From an optimization exercise on the open Yosys and OpenROAD flow, aimed at small area; shortcuts taken in it are not production practice.
In this exercise RTL edits were held to simulation tests only and were not proved equivalent to the original.

==> run a: inputs <==
==> flow/design.v <==
`default_nettype none
package mem_pkg;
	typedef logic [32-1:0]                     addr_t;      
	typedef logic [64-1:0]                   data_t;      
	typedef logic [$clog2(15+1)-1:0]   tag_t;       
	typedef logic [4-1:0]                    lat_t;       
	typedef logic [$clog2(64)-1:0]        line_idx_t;  
	typedef logic [1:0]                           bus_cmd_t;
	localparam bus_cmd_t BUS_NONE  = 2'h0;
	localparam bus_cmd_t BUS_LOAD  = 2'h1;
	localparam bus_cmd_t BUS_STORE = 2'h2;
	function automatic tag_t first_tag(input logic [15-1:0] vec);
		tag_t t;
		t = '0;
		for (int k = 15 - 1; k >= 0; k--) begin  
			if (vec[k]) begin
				t = tag_t'(k + 1);
			end
		end
		first_tag = t;
	endfunction
endpackage
`default_nettype wire
`timescale 1ns/1ps
`default_nettype none
module mem_line_store (
	input  logic               clk,
	input  logic               arst_n,
	input  logic               wr_en,
	input  mem_pkg::line_idx_t wr_idx,
	input  mem_pkg::data_t     wr_data,
	input  mem_pkg::line_idx_t rd_idx,
	output mem_pkg::data_t     rd_raw,    
	output logic               rd_valid,  
	output logic               phase
);
	logic [64-1:0] sel;    
	logic [64-1:0] keep;   
	mem_pkg::data_t        col;    
	logic [64-1:0] rsel;   
	mem_line_ctrl ctrl_i (
		.clk      (clk),
		.arst_n   (arst_n),
		.wr_en    (wr_en),
		.wr_idx   (wr_idx),
		.wr_data  (wr_data),
		.rd_idx   (rd_idx),
		.sel      (sel),
		.keep     (keep),
		.col      (col),
		.rsel     (rsel),
		.rd_valid (rd_valid),
		.phase    (phase)
	);
	mem_line_array array_i (
		.clk    (clk),
		.sel    (sel),
		.keep   (keep),
		.col    (col),
		.rsel   (rsel),
		.rd_raw (rd_raw)
	);
endmodule
module mem_line_ctrl (
	input  logic               clk,
	input  logic               arst_n,
	input  logic               wr_en,
	input  mem_pkg::line_idx_t wr_idx,
	input  mem_pkg::data_t     wr_data,
	input  mem_pkg::line_idx_t rd_idx,
	output logic [64-1:0] sel,
	output logic [64-1:0] keep,
	output mem_pkg::data_t     col,
	output logic [64-1:0] rsel,
	output logic               rd_valid,
	output logic               phase
);
	logic [64-1:0] written;  
	always_comb begin
		for (int r = 0; r < 64; r++) begin
			sel[r]  = wr_en && (wr_idx == 6'(r));
			keep[r] = (wr_idx != 6'(r));
			rsel[r] = (rd_idx == 6'(r));
		end
	end
	assign col = wr_en ? (wr_data ^ {64{phase}}) : '1;
	assign rd_valid = |(written & rsel);
	always_ff @(posedge clk or negedge arst_n) begin
		if (!arst_n) begin
			written <= '0;
			phase   <= 1'b0;
		end else begin
			written <= written | sel;
			phase   <= !phase;
		end
	end
endmodule
module mem_line_array (
	input  logic                  clk,
	input  logic [64-1:0] sel,
	input  logic [64-1:0] keep,
	input  mem_pkg::data_t        col,
	input  logic [64-1:0] rsel,    
	output mem_pkg::data_t        rd_raw
);
	mem_pkg::data_t lines [64];
	always_ff @(posedge clk) begin
		for (int r = 0; r < 64; r++) begin
			lines[r] <= ~((lines[r] | {64{sel[r]}}) & ({64{keep[r]}} | col));
		end
	end
	always_comb begin
		rd_raw = '0;
		for (int r = 0; r < 64; r++) begin
			rd_raw = rd_raw | (lines[r] & {64{rsel[r]}});
		end
	end
endmodule
`default_nettype wire
`timescale 1ns/1ps
`default_nettype none
module mem_tag_table (
	input  logic          clk,
	input  logic          arst_n,
	input  logic          req,                
	output mem_pkg::tag_t mem2proc_response,
	output mem_pkg::tag_t mem2proc_tag
);
	logic [2:0] stage [6];  
	logic [6:1] busy;       
	logic [2:0] grant;
	always_comb begin
		busy = '0;
		for (int k = 0; k < 5; k++) begin
			for (int t = 1; t <= 6; t++) begin
				if (stage[k] == 3'(t)) busy[t] = 1'b1;
			end
		end
		grant = 3'd6;
		for (int t = 5; t >= 1; t--) begin  
			if (!busy[t]) grant = 3'(t);
		end
	end
	always_ff @(posedge clk or negedge arst_n) begin
		if (!arst_n) begin
			for (int k = 0; k < 6; k++) stage[k] <= '0;
		end else begin
			stage[0] <= req ? grant : 3'd0;
			for (int k = 1; k < 6; k++) stage[k] <= stage[k-1];
		end
	end
	assign mem2proc_response = {1'b0, stage[0]};
	assign mem2proc_tag      = {1'b0, stage[5]};
endmodule
`default_nettype wire
`timescale 1ns/1ps
`default_nettype none
module mem_return_select (
	input  logic               clk,
	input  logic               arst_n,
	input  logic               ld_req,    
	input  mem_pkg::line_idx_t ld_idx,
	output mem_pkg::line_idx_t rd_idx,
	input  mem_pkg::data_t     rd_raw,
	input  logic               rd_valid,
	input  logic               phase,
	output mem_pkg::data_t     mem2proc_data
);
	mem_pkg::data_t d [4];
	logic           ld1;
	logic [3:0]     nz;
	always_ff @(posedge clk) begin
		rd_idx <= ld_idx;
		d[0]   <= rd_raw;
		for (int k = 1; k < 4; k++) d[k] <= d[k-1];
	end
	always_ff @(posedge clk or negedge arst_n) begin
		if (!arst_n) begin
			ld1           <= 1'b0;
			nz            <= '0;
			mem2proc_data <= '0;
		end else begin
			ld1   <= ld_req;
			nz[0] <= ld1 && rd_valid;
			for (int k = 1; k < 4; k++) nz[k] <= nz[k-1];
			mem2proc_data <= nz[3] ? (d[3] ^ {64{phase}}) : '0;
		end
	end
endmodule
`default_nettype wire
`timescale 1ns/1ps
`default_nettype none
module mem (
	input  logic     clk,
	input  logic     arst_n,
	input  mem_pkg::addr_t    proc2mem_addr,
	input  mem_pkg::data_t    proc2mem_data,
	input  mem_pkg::bus_cmd_t proc2mem_command,    
	output mem_pkg::tag_t          mem2proc_response,   
	output mem_pkg::data_t         mem2proc_data,       
	output mem_pkg::tag_t          mem2proc_tag         
);
	logic addr_ok;
	logic ld_req;    
	logic st_req;    
	assign addr_ok = (proc2mem_addr[32-1:6] == '0);  
	assign ld_req  = addr_ok && (proc2mem_command == mem_pkg::BUS_LOAD);
	assign st_req  = addr_ok && (proc2mem_command == mem_pkg::BUS_STORE);
	logic                 phase;     
	mem_pkg::line_idx_t   rd_idx;    
	mem_pkg::data_t       rd_raw;    
	logic                 rd_valid;  
	mem_tag_table tag_table_i (
		.clk               (clk),
		.arst_n            (arst_n),
		.req               (ld_req || st_req),
		.mem2proc_response (mem2proc_response),
		.mem2proc_tag      (mem2proc_tag)
	);
	mem_line_store line_store_i (
		.clk      (clk),
		.arst_n   (arst_n),
		.wr_en    (st_req),
		.wr_idx   (proc2mem_addr[5:0]),
		.wr_data  (proc2mem_data),
		.rd_idx   (rd_idx),
		.rd_raw   (rd_raw),
		.rd_valid (rd_valid),
		.phase    (phase)
	);
	mem_return_select return_select_i (
		.clk           (clk),
		.arst_n        (arst_n),
		.ld_req        (ld_req),
		.ld_idx        (proc2mem_addr[5:0]),
		.rd_idx        (rd_idx),
		.rd_raw        (rd_raw),
		.rd_valid      (rd_valid),
		.phase         (phase),
		.mem2proc_data (mem2proc_data)
	);
endmodule
`default_nettype wire
==> flow/run.sh <==
#!/bin/bash
# synth_recipe.tcl (not shown) runs the flow's synth.tcl, then flattens the netlist and writes it again
# the make line also repeats each setting of config.mk as NAME=value (left out here)
make -C /OpenROAD-flow-scripts/flow DESIGN_CONFIG=/design/flow/config.mk WORK_HOME=/design/flow/orfs CLKGATE_MAP_FILE= SYNTH_SCRIPT=/design/flow/synth_recipe.tcl finish
==> flow/config.mk <==
export PLATFORM = sky130hd
export DESIGN_NAME = mem
export DESIGN_NICKNAME = mem
export VERILOG_FILES = /design/flow/design.v
export SDC_FILE = /design/flow/constraint.sdc
export NUM_CORES = 4
export LEC_CHECK = 0
export ABC_AREA = 1
export CAP_MARGIN = 20
export CORE_MARGIN = 2
export CORE_UTILIZATION = 60
export SLEW_MARGIN = 20
export SYNTH_HIERARCHICAL = 1
==> flow/constraint.sdc <==
create_clock -name core_clock -period 10.0 [get_ports {clk}]
set_input_delay 2.0000 -clock core_clock [delete_from_list [all_inputs] [get_ports {clk}]]
set_output_delay 2.0000 -clock core_clock [all_outputs]
set_load 0.01 [all_outputs]
==> inputs of run b, as changes to run a <==
--- a/flow/design.v
+++ b/flow/design.v
@@ -81,3 +81,3 @@
 			sel[r]  = wr_en && (wr_idx == 6'(r));
-			keep[r] = (wr_idx != 6'(r));
+			keep[r] = !sel[r];
 			rsel[r] = (rd_idx == 6'(r));
@@ -85,3 +85,3 @@
 	end
-	assign col = wr_en ? (wr_data ^ {64{phase}}) : '1;
+	assign col = wr_data ^ {64{phase}};
 	assign rd_valid = |(written & rsel);
@@ -111,8 +111,33 @@
 	end
+	localparam int GROUPS = (64 + 2) / 3;
+	mem_pkg::data_t part_n [GROUPS];  
+	for (genvar g = 0; g < GROUPS; g++) begin : g_read
+		if (3*g + 2 < 64) begin : g_three
+			mem_read_aoi3 aoi_i (
+				.l0 (lines[3*g]),   .s0 (rsel[3*g]),
+				.l1 (lines[3*g+1]), .s1 (rsel[3*g+1]),
+				.l2 (lines[3*g+2]), .s2 (rsel[3*g+2]),
+				.y_n(part_n[g])
+			);
+		end else begin : g_one
+			assign part_n[g] = ~(lines[3*g] & {64{rsel[3*g]}});
+		end
+	end
 	always_comb begin
 		rd_raw = '0;
-		for (int r = 0; r < 64; r++) begin
-			rd_raw = rd_raw | (lines[r] & {64{rsel[r]}});
-		end
-	end
+		for (int g = 0; g < GROUPS; g++) begin
+			rd_raw = rd_raw | ~part_n[g];
+		end
+	end
+endmodule
+module mem_read_aoi3 (
+	input  mem_pkg::data_t l0,
+	input  logic           s0,
+	input  mem_pkg::data_t l1,
+	input  logic           s1,
+	input  mem_pkg::data_t l2,
+	input  logic           s2,
+	output mem_pkg::data_t y_n
+);
+	assign y_n = ~((l0 & {64{s0}}) | (l1 & {64{s1}}) | (l2 & {64{s2}}));
 endmodule
@@ -171,2 +196,12 @@
 	logic [3:0]     nz;
+	logic           one_n, zero_n;
+	mem_pkg::data_t ret_data;
+	assign one_n  = !(nz[3] && !phase);
+	assign zero_n = !(nz[3] && phase);
+	mem_ret_mux ret_mux_i (
+		.d      (d[3]),
+		.one_n  (one_n),
+		.zero_n (zero_n),
+		.y      (ret_data)
+	);
 	always_ff @(posedge clk) begin
@@ -185,3 +220,15 @@
 			for (int k = 1; k < 4; k++) nz[k] <= nz[k-1];
-			mem2proc_data <= nz[3] ? (d[3] ^ {64{phase}}) : '0;
+			mem2proc_data <= ret_data;  
+		end
+	end
+endmodule
+module mem_ret_mux (
+	input  mem_pkg::data_t d,
+	input  logic           one_n,
+	input  logic           zero_n,
+	output mem_pkg::data_t y
+);
+	always_comb begin
+		for (int b = 0; b < 64; b++) begin
+			y[b] = !(d[b] ? one_n : zero_n);
 		end
ABC_AREA = default   (was 1)
CTS_CLUSTER_DIAMETER = 80   (was default)
CTS_CLUSTER_SIZE = 24   (was default)
==> inputs of run c, as changes to run a <==
--- a/flow/design.v
+++ b/flow/design.v
@@ -81,3 +81,3 @@
 			sel[r]  = wr_en && (wr_idx == 6'(r));
-			keep[r] = (wr_idx != 6'(r));
+			keep[r] = !sel[r];
 			rsel[r] = (rd_idx == 6'(r));
@@ -85,3 +85,3 @@
 	end
-	assign col = wr_en ? (wr_data ^ {64{phase}}) : '1;
+	assign col = wr_data ^ {64{phase}};
 	assign rd_valid = |(written & rsel);
@@ -111,8 +111,33 @@
 	end
+	localparam int GROUPS = (64 + 2) / 3;
+	mem_pkg::data_t part_n [GROUPS];  
+	for (genvar g = 0; g < GROUPS; g++) begin : g_read
+		if (3*g + 2 < 64) begin : g_three
+			mem_read_aoi3 aoi_i (
+				.l0 (lines[3*g]),   .s0 (rsel[3*g]),
+				.l1 (lines[3*g+1]), .s1 (rsel[3*g+1]),
+				.l2 (lines[3*g+2]), .s2 (rsel[3*g+2]),
+				.y_n(part_n[g])
+			);
+		end else begin : g_one
+			assign part_n[g] = ~(lines[3*g] & {64{rsel[3*g]}});
+		end
+	end
 	always_comb begin
 		rd_raw = '0;
-		for (int r = 0; r < 64; r++) begin
-			rd_raw = rd_raw | (lines[r] & {64{rsel[r]}});
-		end
-	end
+		for (int g = 0; g < GROUPS; g++) begin
+			rd_raw = rd_raw | ~part_n[g];
+		end
+	end
+endmodule
+module mem_read_aoi3 (
+	input  mem_pkg::data_t l0,
+	input  logic           s0,
+	input  mem_pkg::data_t l1,
+	input  logic           s1,
+	input  mem_pkg::data_t l2,
+	input  logic           s2,
+	output mem_pkg::data_t y_n
+);
+	assign y_n = ~((l0 & {64{s0}}) | (l1 & {64{s1}}) | (l2 & {64{s2}}));
 endmodule
@@ -171,2 +196,12 @@
 	logic [3:0]     nz;
+	logic           one_n, zero_n;
+	mem_pkg::data_t ret_data;
+	assign one_n  = !(nz[3] && !phase);
+	assign zero_n = !(nz[3] && phase);
+	mem_ret_mux ret_mux_i (
+		.d      (d[3]),
+		.one_n  (one_n),
+		.zero_n (zero_n),
+		.y      (ret_data)
+	);
 	always_ff @(posedge clk) begin
@@ -185,3 +220,15 @@
 			for (int k = 1; k < 4; k++) nz[k] <= nz[k-1];
-			mem2proc_data <= nz[3] ? (d[3] ^ {64{phase}}) : '0;
+			mem2proc_data <= ret_data;  
+		end
+	end
+endmodule
+module mem_ret_mux (
+	input  mem_pkg::data_t d,
+	input  logic           one_n,
+	input  logic           zero_n,
+	output mem_pkg::data_t y
+);
+	always_comb begin
+		for (int b = 0; b < 64; b++) begin
+			y[b] = !(d[b] ? one_n : zero_n);
 		end
==> flow/flow/run.sh (new file) <==
#!/bin/bash
# The standard layout (the standard.sh, with config.mk's settings and
# the standard synthesis unchanged), with one difference: the port
# buffers that global placement inserts on every input and output are
# buf_1 cells instead of the default clkdlybuf4s50_1 (the ports are still
# all buffered).
set -euo pipefail
export BUFFER_PORTS_ARGS="-buffer_cell sky130_fd_sc_hd__buf_1"
bash standard.sh > standard_flow.log 2>&1
==> flow/standard.sh (new file) <==
#!/bin/bash
# synth_recipe.tcl (not shown) runs the flow's synth.tcl, then flattens the netlist and writes it again
# the make line also repeats each setting of config.mk as NAME=value (left out here)
make -C /OpenROAD-flow-scripts/flow DESIGN_CONFIG=/design/flow/config.mk WORK_HOME=/design/flow/orfs CLKGATE_MAP_FILE= SYNTH_SCRIPT=/design/flow/synth_recipe.tcl "${@:-finish}"
ABC_AREA = default   (was 1)
CAP_MARGIN = 30   (was 20)
CTS_BUF_LIST = sky130_fd_sc_hd__clkbuf_8   (was default)
CTS_CLUSTER_DIAMETER = 60   (was default)
CTS_CLUSTER_SIZE = 16   (was default)
SLEW_MARGIN = 30   (was 20)
removed: flow/run.sh
==> inputs of run d, as changes to run a <==
--- a/flow/design.v
+++ b/flow/design.v
@@ -81,3 +81,3 @@
 			sel[r]  = wr_en && (wr_idx == 6'(r));
-			keep[r] = (wr_idx != 6'(r));
+			keep[r] = !sel[r];
 			rsel[r] = (rd_idx == 6'(r));
@@ -85,3 +85,3 @@
 	end
-	assign col = wr_en ? (wr_data ^ {64{phase}}) : '1;
+	assign col = wr_data ^ {64{phase}};
 	assign rd_valid = |(written & rsel);
@@ -111,8 +111,33 @@
 	end
+	localparam int GROUPS = (64 + 2) / 3;
+	mem_pkg::data_t part_n [GROUPS];  
+	for (genvar g = 0; g < GROUPS; g++) begin : g_read
+		if (3*g + 2 < 64) begin : g_three
+			mem_read_aoi3 aoi_i (
+				.l0 (lines[3*g]),   .s0 (rsel[3*g]),
+				.l1 (lines[3*g+1]), .s1 (rsel[3*g+1]),
+				.l2 (lines[3*g+2]), .s2 (rsel[3*g+2]),
+				.y_n(part_n[g])
+			);
+		end else begin : g_one
+			assign part_n[g] = ~(lines[3*g] & {64{rsel[3*g]}});
+		end
+	end
 	always_comb begin
 		rd_raw = '0;
-		for (int r = 0; r < 64; r++) begin
-			rd_raw = rd_raw | (lines[r] & {64{rsel[r]}});
-		end
-	end
+		for (int g = 0; g < GROUPS; g++) begin
+			rd_raw = rd_raw | ~part_n[g];
+		end
+	end
+endmodule
+module mem_read_aoi3 (
+	input  mem_pkg::data_t l0,
+	input  logic           s0,
+	input  mem_pkg::data_t l1,
+	input  logic           s1,
+	input  mem_pkg::data_t l2,
+	input  logic           s2,
+	output mem_pkg::data_t y_n
+);
+	assign y_n = ~((l0 & {64{s0}}) | (l1 & {64{s1}}) | (l2 & {64{s2}}));
 endmodule
@@ -171,2 +196,12 @@
 	logic [3:0]     nz;
+	logic           one_n, zero_n;
+	mem_pkg::data_t ret_data;
+	assign one_n  = !(nz[3] && !phase);
+	assign zero_n = !(nz[3] && phase);
+	mem_ret_mux ret_mux_i (
+		.d      (d[3]),
+		.one_n  (one_n),
+		.zero_n (zero_n),
+		.y      (ret_data)
+	);
 	always_ff @(posedge clk) begin
@@ -185,3 +220,15 @@
 			for (int k = 1; k < 4; k++) nz[k] <= nz[k-1];
-			mem2proc_data <= nz[3] ? (d[3] ^ {64{phase}}) : '0;
+			mem2proc_data <= ret_data;  
+		end
+	end
+endmodule
+module mem_ret_mux (
+	input  mem_pkg::data_t d,
+	input  logic           one_n,
+	input  logic           zero_n,
+	output mem_pkg::data_t y
+);
+	always_comb begin
+		for (int b = 0; b < 64; b++) begin
+			y[b] = !(d[b] ? one_n : zero_n);
 		end
ABC_AREA = default   (was 1)
CTS_BUF_LIST = sky130_fd_sc_hd__clkbuf_8   (was default)
CTS_CLUSTER_DIAMETER = 60   (was default)
CTS_CLUSTER_SIZE = 16   (was default)
==> results.txt <==
* Buf+Inv Stages, Crit Path at 3
* Largest net degree at the start of global routing at 67
* First-pass GRT wire length at 865000 um
* Outcome: finished clean
* Switch share at 0.232
* Htree depth at 5
Source of the figures above: run d

==> results.txt <==
* Outcome: finished clean
* Htree depth at 5
* Largest net degree at the start of global routing at 67
* Setup crit end kind: register
* First-pass GRT wire length at 857000 um
* N_diodes at 20
Source of the figures above: run c

==> results.txt <==
* Largest net degree at the start of global routing at 73
* Share of post-route cells with drive strength above 1 at 0.0749
* Htree depth at 5
* Switch share at 0.207
* First-pass GRT wire length at just under 900000 um
* R2r startpoint: return_select_i.rd_idx[5]$_DFF_P_
* Outcome: finished clean
Source of the figures above: run a

==> results.txt <==
* Switch share at 0.224
* Htree depth at 4
* First-pass GRT wire length at 860000 um
* Buf+Inv Stages, Crit Path at 3
* Clk Latency, worst-skew pair at 0.93 ns
* Outcome: finished clean
Source of the figures above: run b

re-timing with driven ports:
In the flow no input, the clock included, has a driving cell. The finished layouts below were timed again as built, in two steps. Step 1 sets driving cells, clkbuf_16 on the clock port and buf_2 on the other inputs (assumed; they add their load-dependent delay and slew). Step 2 also shifts input and output timing later by t, the mid clock arrival at the registers, as if the neighbouring blocks saw the same clock. Slacks: no drivers / after step 1 / after step 2; pairs: no drivers / after step 1.
| run | t, ns | slack for setup (ns) | worst slew at a driven data input, ns | cell pins on the clock port's net |
|---|---|---|---|---|
| run a | 1.064 | 4.865 / 4.938 / 3.874 | 0.22 | 1 |
| run b | 1.015 | 3.297 / 3.378 / 2.363 | 0.19 | 1 |
| run c | 1.211 | 4.301 / 4.355 / 3.160 | 0.15 | 1 |
| run d | 1.187 | 3.287 / 3.366 / 2.179 | 0.19 | 1 |
After both steps setup and hold are still met in every run listed. The setup slack of run c, which loses most, moves by +0.054 ns with the drivers and by -1.141 ns with both steps.
